This design comes from an exercise in tuning for small area, a short achievable clock period and few clock cycles per item on the open sky130 flow, not from production work.
Function was checked by simulation only, so behaviour that the tests miss may differ from the original.
No activity file was given, so power comes from the tool's default toggle rates.

## flow/config.mk

```make
export PLATFORM = sky130hd
export DESIGN_NAME = bounded_deque_with_indexed_delete_core
export DESIGN_NICKNAME = bounded_deque_with_indexed_delete_core
export VERILOG_FILES = /design/flow/design.v
export SDC_FILE = /design/flow/constraint.sdc
export NUM_CORES = 4
export LEC_CHECK = 0
export CAP_MARGIN = 20
export CORE_MARGIN = 2
export CORE_UTILIZATION = 40
export PLACE_DENSITY = 0.6
export SLEW_MARGIN = 20
```

## flow/design.v

```verilog
package bdq_pkg;
  localparam int CAPACITY = 16;
  localparam int AW       = $clog2(CAPACITY);
  localparam int CNT_W    = $clog2(CAPACITY + 1);
  localparam int DATA_W   = 32;
  localparam int POS_W    = 8;
  localparam int LEN_W    = 5;
  localparam int CMD_W    = 2;
  localparam int STAT_W   = 2;
  localparam int IN_TDATA_W  = ((DATA_W + POS_W + 7) / 8) * 8;
  localparam int IN_PAD_W    = IN_TDATA_W - DATA_W - POS_W;
  localparam int OUT_TDATA_W = ((DATA_W + LEN_W + 7) / 8) * 8;
  localparam int OUT_PAD_W   = OUT_TDATA_W - DATA_W - LEN_W;
  typedef enum logic [CMD_W-1:0] {
    CMD_INS_FRONT = 2'd0,
    CMD_INS_BACK  = 2'd1,
    CMD_DELETE    = 2'd2,
    CMD_DUMP      = 2'd3
  } cmd_t;
  typedef enum logic [STAT_W-1:0] {
    STAT_OK    = 2'd0,
    STAT_EMPTY = 2'd1,
    STAT_RANGE = 2'd2,
    STAT_FULL  = 2'd3
  } status_t;
  typedef enum logic [1:0] {
    ST_IDLE,
    ST_SHIFT,
    ST_DUMP,
    ST_RESP
  } state_t;
  typedef struct packed {
    logic              we;
    logic [AW-1:0]     waddr;
    logic [DATA_W-1:0] wdata;
    logic              re;
    logic [AW-1:0]     raddr;
  } mem_req_t;
  typedef struct packed {
    logic                     load;
    logic signed [DATA_W-1:0] item;
    status_t                  status;
    logic [LEN_W-1:0]         length;
    logic                     last;
  } result_t;
  function automatic logic [AW-1:0] ring_idx(input logic [AW-1:0] front,
                                             input logic [CNT_W-1:0] k);
    logic [CNT_W:0] sum;
    sum = (CNT_W + 1)'(front) + (CNT_W + 1)'(k);
    if (sum >= (CNT_W + 1)'(CAPACITY)) begin
      sum = sum - (CNT_W + 1)'(CAPACITY);
    end
    ring_idx = AW'(sum);
  endfunction
endpackage
module bounded_deque_with_indexed_delete_core (
  input  logic                   clk,
  input  logic                   rst_n,
  input  logic                   in_tvalid,
  output logic                   in_tready,
  input  logic [bdq_pkg::IN_TDATA_W-1:0]  in_tdata,    
  input  logic [bdq_pkg::CMD_W-1:0]       in_tuser,    
  output logic                   out_tvalid,
  input  logic                   out_tready,
  output logic [bdq_pkg::OUT_TDATA_W-1:0] out_tdata,   
  output logic [bdq_pkg::STAT_W-1:0]      out_tuser,   
  output logic                   out_tlast
);
  localparam int N = 16;
  localparam int W = 32;
  logic [W-1:0] a_val;
  logic [7:0]   a_pos;
  logic [1:0]   a_cmd;
  logic         rdy_r;
  assign a_val = in_tdata[W-1:0];
  assign a_pos = in_tdata[W+7:W];
  assign a_cmd = in_tuser;
  logic [W-1:0] mem [N];
  logic [N-1:0] occ;         
  logic [4:0]   cnt;         
  logic         dumping;     
  logic [3:0]   rem;         
  logic         m_v, s_v;
  logic [W-1:0] m_item, s_item;
  logic [4:0]   m_len, s_len;
  logic [1:0]   m_st, s_st;
  logic         m_last, s_last;
  logic go, full, empty, pos_ok, del_ok;
  logic is_fr, is_bk, is_del, is_dump;
  logic fr, bk, dl, dp;
  logic dump_last;
  logic [N-1:0] ge, sn, sb, sp, hold;
  logic [W-1:0] bus;
  logic [W-1:0] r_item;
  logic [4:0]   r_len;
  logic [1:0]   r_st;
  logic         r_last;
  assign go      = (in_tvalid && rdy_r) || (dumping && !s_v);
  assign full    = occ[N-1];
  assign empty   = !occ[0];
  assign pos_ok  = (a_pos[7:4] == 4'd0);
  assign del_ok  = pos_ok && occ[a_pos[3:0]];
  assign is_fr   = !dumping && (a_cmd == 2'd0);
  assign is_bk   = !dumping && (a_cmd == 2'd1);
  assign is_del  = !dumping && (a_cmd == 2'd2);
  assign is_dump = dumping || (a_cmd == 2'd3);
  assign fr      = go && is_fr && !full;
  assign bk      = go && is_bk && !full;
  assign dl      = go && is_del && del_ok;
  assign dp      = go && is_dump && !empty;
  assign dump_last = dumping ? (rem == 4'd0) : !occ[1];
  assign bus     = dp ? mem[0] : a_val;
  always_comb begin
    for (int i = 0; i < N; i++) begin
      ge[i] = pos_ok && (4'(i) >= a_pos[3:0]);
      sp[i] = fr;
      sn[i] = (dl && ge[i]) || (dp && ((i < N - 1) ? occ[(i + 1) % N] : 1'b0));
      sb[i] = (bk && ((i == 0) ? 1'b1 : occ[(i + N - 1) % N]) && !occ[i]) ||
              (dp && occ[i] && ((i < N - 1) ? !occ[(i + 1) % N] : 1'b1));
      hold[i] = !(sp[i] || sn[i] || sb[i]);
    end
  end
  always_comb begin
    r_item = '0;
    r_last = 1'b1;
    r_st   = 2'd0;
    r_len  = cnt;
    if (is_dump) begin
      r_st   = empty ? 2'd1 : 2'd0;
      r_item = empty ? '0 : mem[0];
      r_last = empty || dump_last;
    end else if (is_del) begin
      r_st  = empty ? 2'd1 : (del_ok ? 2'd0 : 2'd2);
      r_len = del_ok ? cnt - 5'd1 : cnt;
    end else begin
      r_st  = full ? 2'd3 : 2'd0;
      r_len = full ? cnt : cnt + 5'd1;
    end
  end
  always_ff @(posedge clk) begin
    for (int i = 0; i < N; i++) begin
      mem[i] <= ({W{hold[i]}} & mem[i]) |
                ({W{sp[i]}}   & ((i == 0) ? a_val : mem[(i + N - 1) % N])) |
                ({W{sn[i]}}   & ((i < N - 1) ? mem[(i + 1) % N] : '0)) |
                ({W{sb[i]}}   & bus);
    end
  end
  logic s_v_nxt, m_v_nxt, dumping_nxt;
  logic m_free;
  assign m_free = !m_v || out_tready;
  always_comb begin
    dumping_nxt = dumping;
    if (dp) dumping_nxt = !dump_last;
    if (m_free) begin
      m_v_nxt = s_v || go;
      s_v_nxt = s_v && go;
    end else begin
      m_v_nxt = 1'b1;
      s_v_nxt = s_v || go;
    end
  end
  always_ff @(posedge clk) begin
    if (!rst_n) begin
      rdy_r   <= 1'b1;
      occ     <= '0;
      cnt     <= '0;
      dumping <= 1'b0;
      m_v     <= 1'b0;
      s_v     <= 1'b0;
    end else begin
      rdy_r   <= !dumping_nxt && !s_v_nxt;
      if (fr || bk) begin
        occ <= {occ[N-2:0], 1'b1};
        cnt <= cnt + 5'd1;
      end else if (dl) begin
        occ <= {1'b0, occ[N-1:1]};
        cnt <= cnt - 5'd1;
      end
      dumping <= dumping_nxt;
      m_v     <= m_v_nxt;
      s_v     <= s_v_nxt;
    end
  end
  always_ff @(posedge clk) begin
    if (dp) rem <= dumping ? rem - 4'd1 : 4'(cnt - 5'd2);
    if (go) begin
      s_item <= r_item;
      s_len  <= r_len;
      s_st   <= r_st;
      s_last <= r_last;
    end
    if (m_free) begin
      m_item <= s_v ? s_item : r_item;
      m_len  <= s_v ? s_len  : r_len;
      m_st   <= s_v ? s_st   : r_st;
      m_last <= s_v ? s_last : r_last;
    end
  end
  assign in_tready  = rdy_r;
  assign out_tvalid = m_v;
  assign out_tdata  = {3'b000, m_len, m_item};
  assign out_tuser  = m_st;
  assign out_tlast  = m_last;
endmodule
```

## flow/constraint.sdc

```tcl
create_clock -name core_clock -period 5.5 [get_ports {clk}]
set_input_delay 1.1000 -clock core_clock [delete_from_list [all_inputs] [get_ports {clk}]]
set_output_delay 1.1000 -clock core_clock [all_outputs]
set_load 0.01 [all_outputs]
```

## flow/run.sh

```bash
#!/bin/bash
# synth_recipe.tcl (not shown) runs the flow's synth.tcl, then flattens the netlist and writes it again
# the make line also repeats each setting of config.mk as NAME=value (left out here)
make -C /OpenROAD-flow-scripts/flow DESIGN_CONFIG=/design/flow/config.mk WORK_HOME=/design/flow/orfs CLKGATE_MAP_FILE= SYNTH_SCRIPT=/design/flow/synth_recipe.tcl finish
```

==> summary.txt <==
-- per-stage QoR --
step / cells / utilization / cell area, µm²
2_1_floorplan: 2931 / - / 27900
3_3_place_gp: 3756 / 0.432 / 29700
3_5_place_dp: 3758 / 0.432 / 29700
4_1_cts: 3880 / 0.465 / 32000
5_1_grt: 3880 / 0.465 / 32000
6_report: 3881 / 0.466 / 32000
-- critical path, stage by stage --
cell	delay, ns
clkdlybuf4s50_1	0.90
mux2_2	0.42
o2bb2ai_1	0.17
o21ai_2	0.57
a21oi_4	0.09
buf_4	0.33
a211oi_4	0.26
buf_4	0.51
a221o_1	0.25
-- Yosys cell counts, drive strengths merged (33+ instances only) --
library cell | instances | area [µm²]
a21oi | 41 | 209
a221o | 385 | 3850
a222oi | 64 | 641
a22o | 66 | 578
a22oi | 65 | 488
a31oi | 35 | 219
a32oi | 35 | 307
and3 | 35 | 219
buf | 111 | 601
clkbuf | 163 | 612
dfxtp | 537 | 10800
edfxtp | 84 | 2520
mux2 | 69 | 777
mux2i | 55 | 551
nand2 | 521 | 1960
nand3 | 82 | 415
nor2 | 106 | 400
o211ai | 33 | 253
o21ai | 313 | 1580
-- routing by layer --
metal,part of all wire,wire length (µm),vias up
met1,0.45,41000,12200
met3,0.095,8630,168
li1,-,-,11300
met2,0.43,39200,1213
met4,0.026,2330,0
met5,0,0,-
-- power by group through the flow --
stage	combinational, mW	sequential [mW]	clock (mW)
3_3_place_gp	1.90	7.18	0
3_5_place_dp	1.99	7.25	0
2_1_floorplan	1.56	6.85	0
6_report	2.00	7.22	4.70
5_1_grt	2.20	7.38	4.95
4_1_cts	1.99	7.16	4.77
-- sequential cells by signal, summed over array words and instances (netlist names), 4 cells and up --
| name | cells |
|---|---|
| mem | 512 |
| m_len | 5 |
| cnt | 5 |
| s_len | 5 |
| s_item | 32 |
| m_item | 32 |
| rem | 4 |
| occ | 16 |
-- layout make-up --
cell class / instances / area share
clock inverters: 28 / 0.00922
diodes: 1 / 0.0000781
multi-input cells: 2015 / 0.426
repair buffers: 170 / 0.0497
inverters: 21 / 0.00246
well taps: 931 / 0.0364
flip-flops and latches: 621 / 0.414
clock buffers: 94 / 0.0622
-- cells by family after synthesis --
group	Yosys count	share of synthesized area
AO/OA/AOI/OAI	1081	0.306
AND/OR/NAND/NOR	794	0.120
flip-flops	621	0.475
buffers and inverters	295	0.0462
multiplexers	125	0.0483
adder cells (fa/ha/maj)	6	0.00269
XOR/XNOR	6	0.00188
other	1	0.000134
-- layout by cell type (no fill, tap or decap), types with 5 or more instances in the layout --
cell type and count:
buf_12 7, a222oi_1 64, buf_4 74, or3_1 5, nor2_2 8, a31oi_1 34, o21ai_0 310, o22ai_2 6
nor3_1 9, clkbuf_8 13, mux2_2 69, mux2i_1 52, clkdlybuf4s50_1 87, and3_1 35, a32oi_1 32, ha_1 6
clkinv_1 8, a21oi_1 36, dfxtp_1 536, nor2_1 97, o211ai_1 32, a221o_1 385, xnor2_1 5, nand2b_1 9
and2_1 5, inv_1 17, a22oi_1 65, clkbuf_16 71, edfxtp_1 84, clkbuf_1 10, nand2_1 521, bufinv_16 5
nand3_1 81, a22o_1 66, clkinv_2 11
-- how the worst max path moves through the flow --
stage	startpoint	endpoint	slack, ns	cells past startpoint
floorplan	in_tvalid	mem[3][26]	2.26	8
global placement	in_tdata[32]	m_len[0]	0.87	7
detailed placement	in_tdata[34]	m_len[0]	0.86	7
CTS	in_tdata[34]	m_len[0]	1.48	7
global route	in_tdata[32]	m_len[0]	1.25	7
finish	in_tdata[32]	mem[13][28]	1.40	9
==> metrics.cfg <==
[global_routing]
grt_overflow=0
grt_start_max_net_pins=124
grt_util_all_layers=0.247
grt_pass1_wl_um=141000
grt.busiest_layer=met2
use_met3=0.0505
grt_util_met1=0.351
use_met2=0.371
grt_pass1_vias=23100
antenna_found_initial=0

[die]
start_util=0.406
dieArea_um2=72000
ios=91
coreArea_um2=68800
die_x_um=268
die_h_um=268
rows=96

[logic_synthesis]
netlist_instances=2929
ys.warnings.count=2
ys_seq_area_frac=0.475
synth-edff-count=84
async_flop_share=0
syn_avg_cell_area_um2=9.54
syn_area_um2=27900
synth.distinct_cells=72
synth_ff_type=dfxtp_1
ys_ff_latch=621

[sta]
rsz0062_at_grt=false
setup-tns-final_ns=0
fin_crit_ns=4.10
worst_clock_skew_ns=0.0205
fin_crit_sh=0.745
worst_slew_pin_slew_ns=1.17
setup-violations-final=0
holdWs_ns=0.485
slew_headroom=0.198
fmax_mhz=244
slew_viol_final=0
hold_viol=0
setup_ws_ns=1.40

[job]
maxCapViolations=0

[worst_hold_path]
min_from=mem[2][1]
whs_path_depth=2
hp-class=reg2reg
min_to=mem[2][1]

[clock_tree]
post_cts_buffers=0
ctsLongestPathBuffers=3
cts_tree=built
cts_made_buffers=68
clk_latency_ns=0.62
path_clk_slew_ns=0.06
hold_buffers=0
cts_resized=0
clock_sinks=621
htreeDepth=3
root_buffer=clkbuf_16

[layout]
layout.nets=2949
regArea_um2=13300
fill_cells=6346
final_layout_size_suffix_gt1_frac=0.106
multi_input_area_um2=13600
syn_to_final_growth_pct=14.7

[route]
drt_first_pass_iters=7
drtIter0Drc=3052
drcViolationCount=0
vias=24900
wirelength_um=91100
via_per_inst=6.42
routedWlPerCell_um=23.5
postRouteAntennaNets=0

[critical_path]
crit_arrival_ns=4.64
r2r_start=dumping
required_ns=6.04
r2r_slack_ns=1.94
reg2reg_depth=9
start_kind=primary input
crit_type=in2reg
crit_path_end_kind=register
reg2reg_to=mem[10][15]
crit_fanout=33

[power_and_ir_drop]
sw_frac_of_total=0.287
ir_drop_mv=0.213
power.net_switching_mw=4.00
leakagePower_nw=12.0
p_clk_frac=0.337
power.density_nw_per_um2=434
p_seq_frac=0.519
total_power_mw=13.9
internal-power_mw=9.92
combinationalPowerShare=0.144

[place]
place_ws_ns=0.856
gp_congestion=0.894
dp_hpwl_um=59000
place.port_buffers=87

[status]
status=no timing/DRC/antenna violations

Testbench counts, summed over its fixed seeds: cycles 19,754, commands 12,000.

[port drivers added, routing unchanged]
Ports are ideal in the flow. The routed layout listed here was re-timed in OpenROAD. Step 1: set_driving_cell puts a clkbuf_16 on clk and a buf_2 on each other input, an assumption about the parent block. Step 2 also shifts input and output timing later by t, the mid clock arrival at the registers, as if the neighbouring blocks saw the same clock. a / b / c = ideal / step 1 / step 2; a / b = the first two.
t (ns): 0.667
slack for setup (ns): 1.404 / 1.404 / 0.737
worst setup path after step 2: input to register
worst register clock-pin slew, ns: 0.07 / 0.07
After both steps setup and hold are still met in this run. For this run, drivers alone change the setup slack by 0.000 ns; drivers and shift together by -0.667 ns.
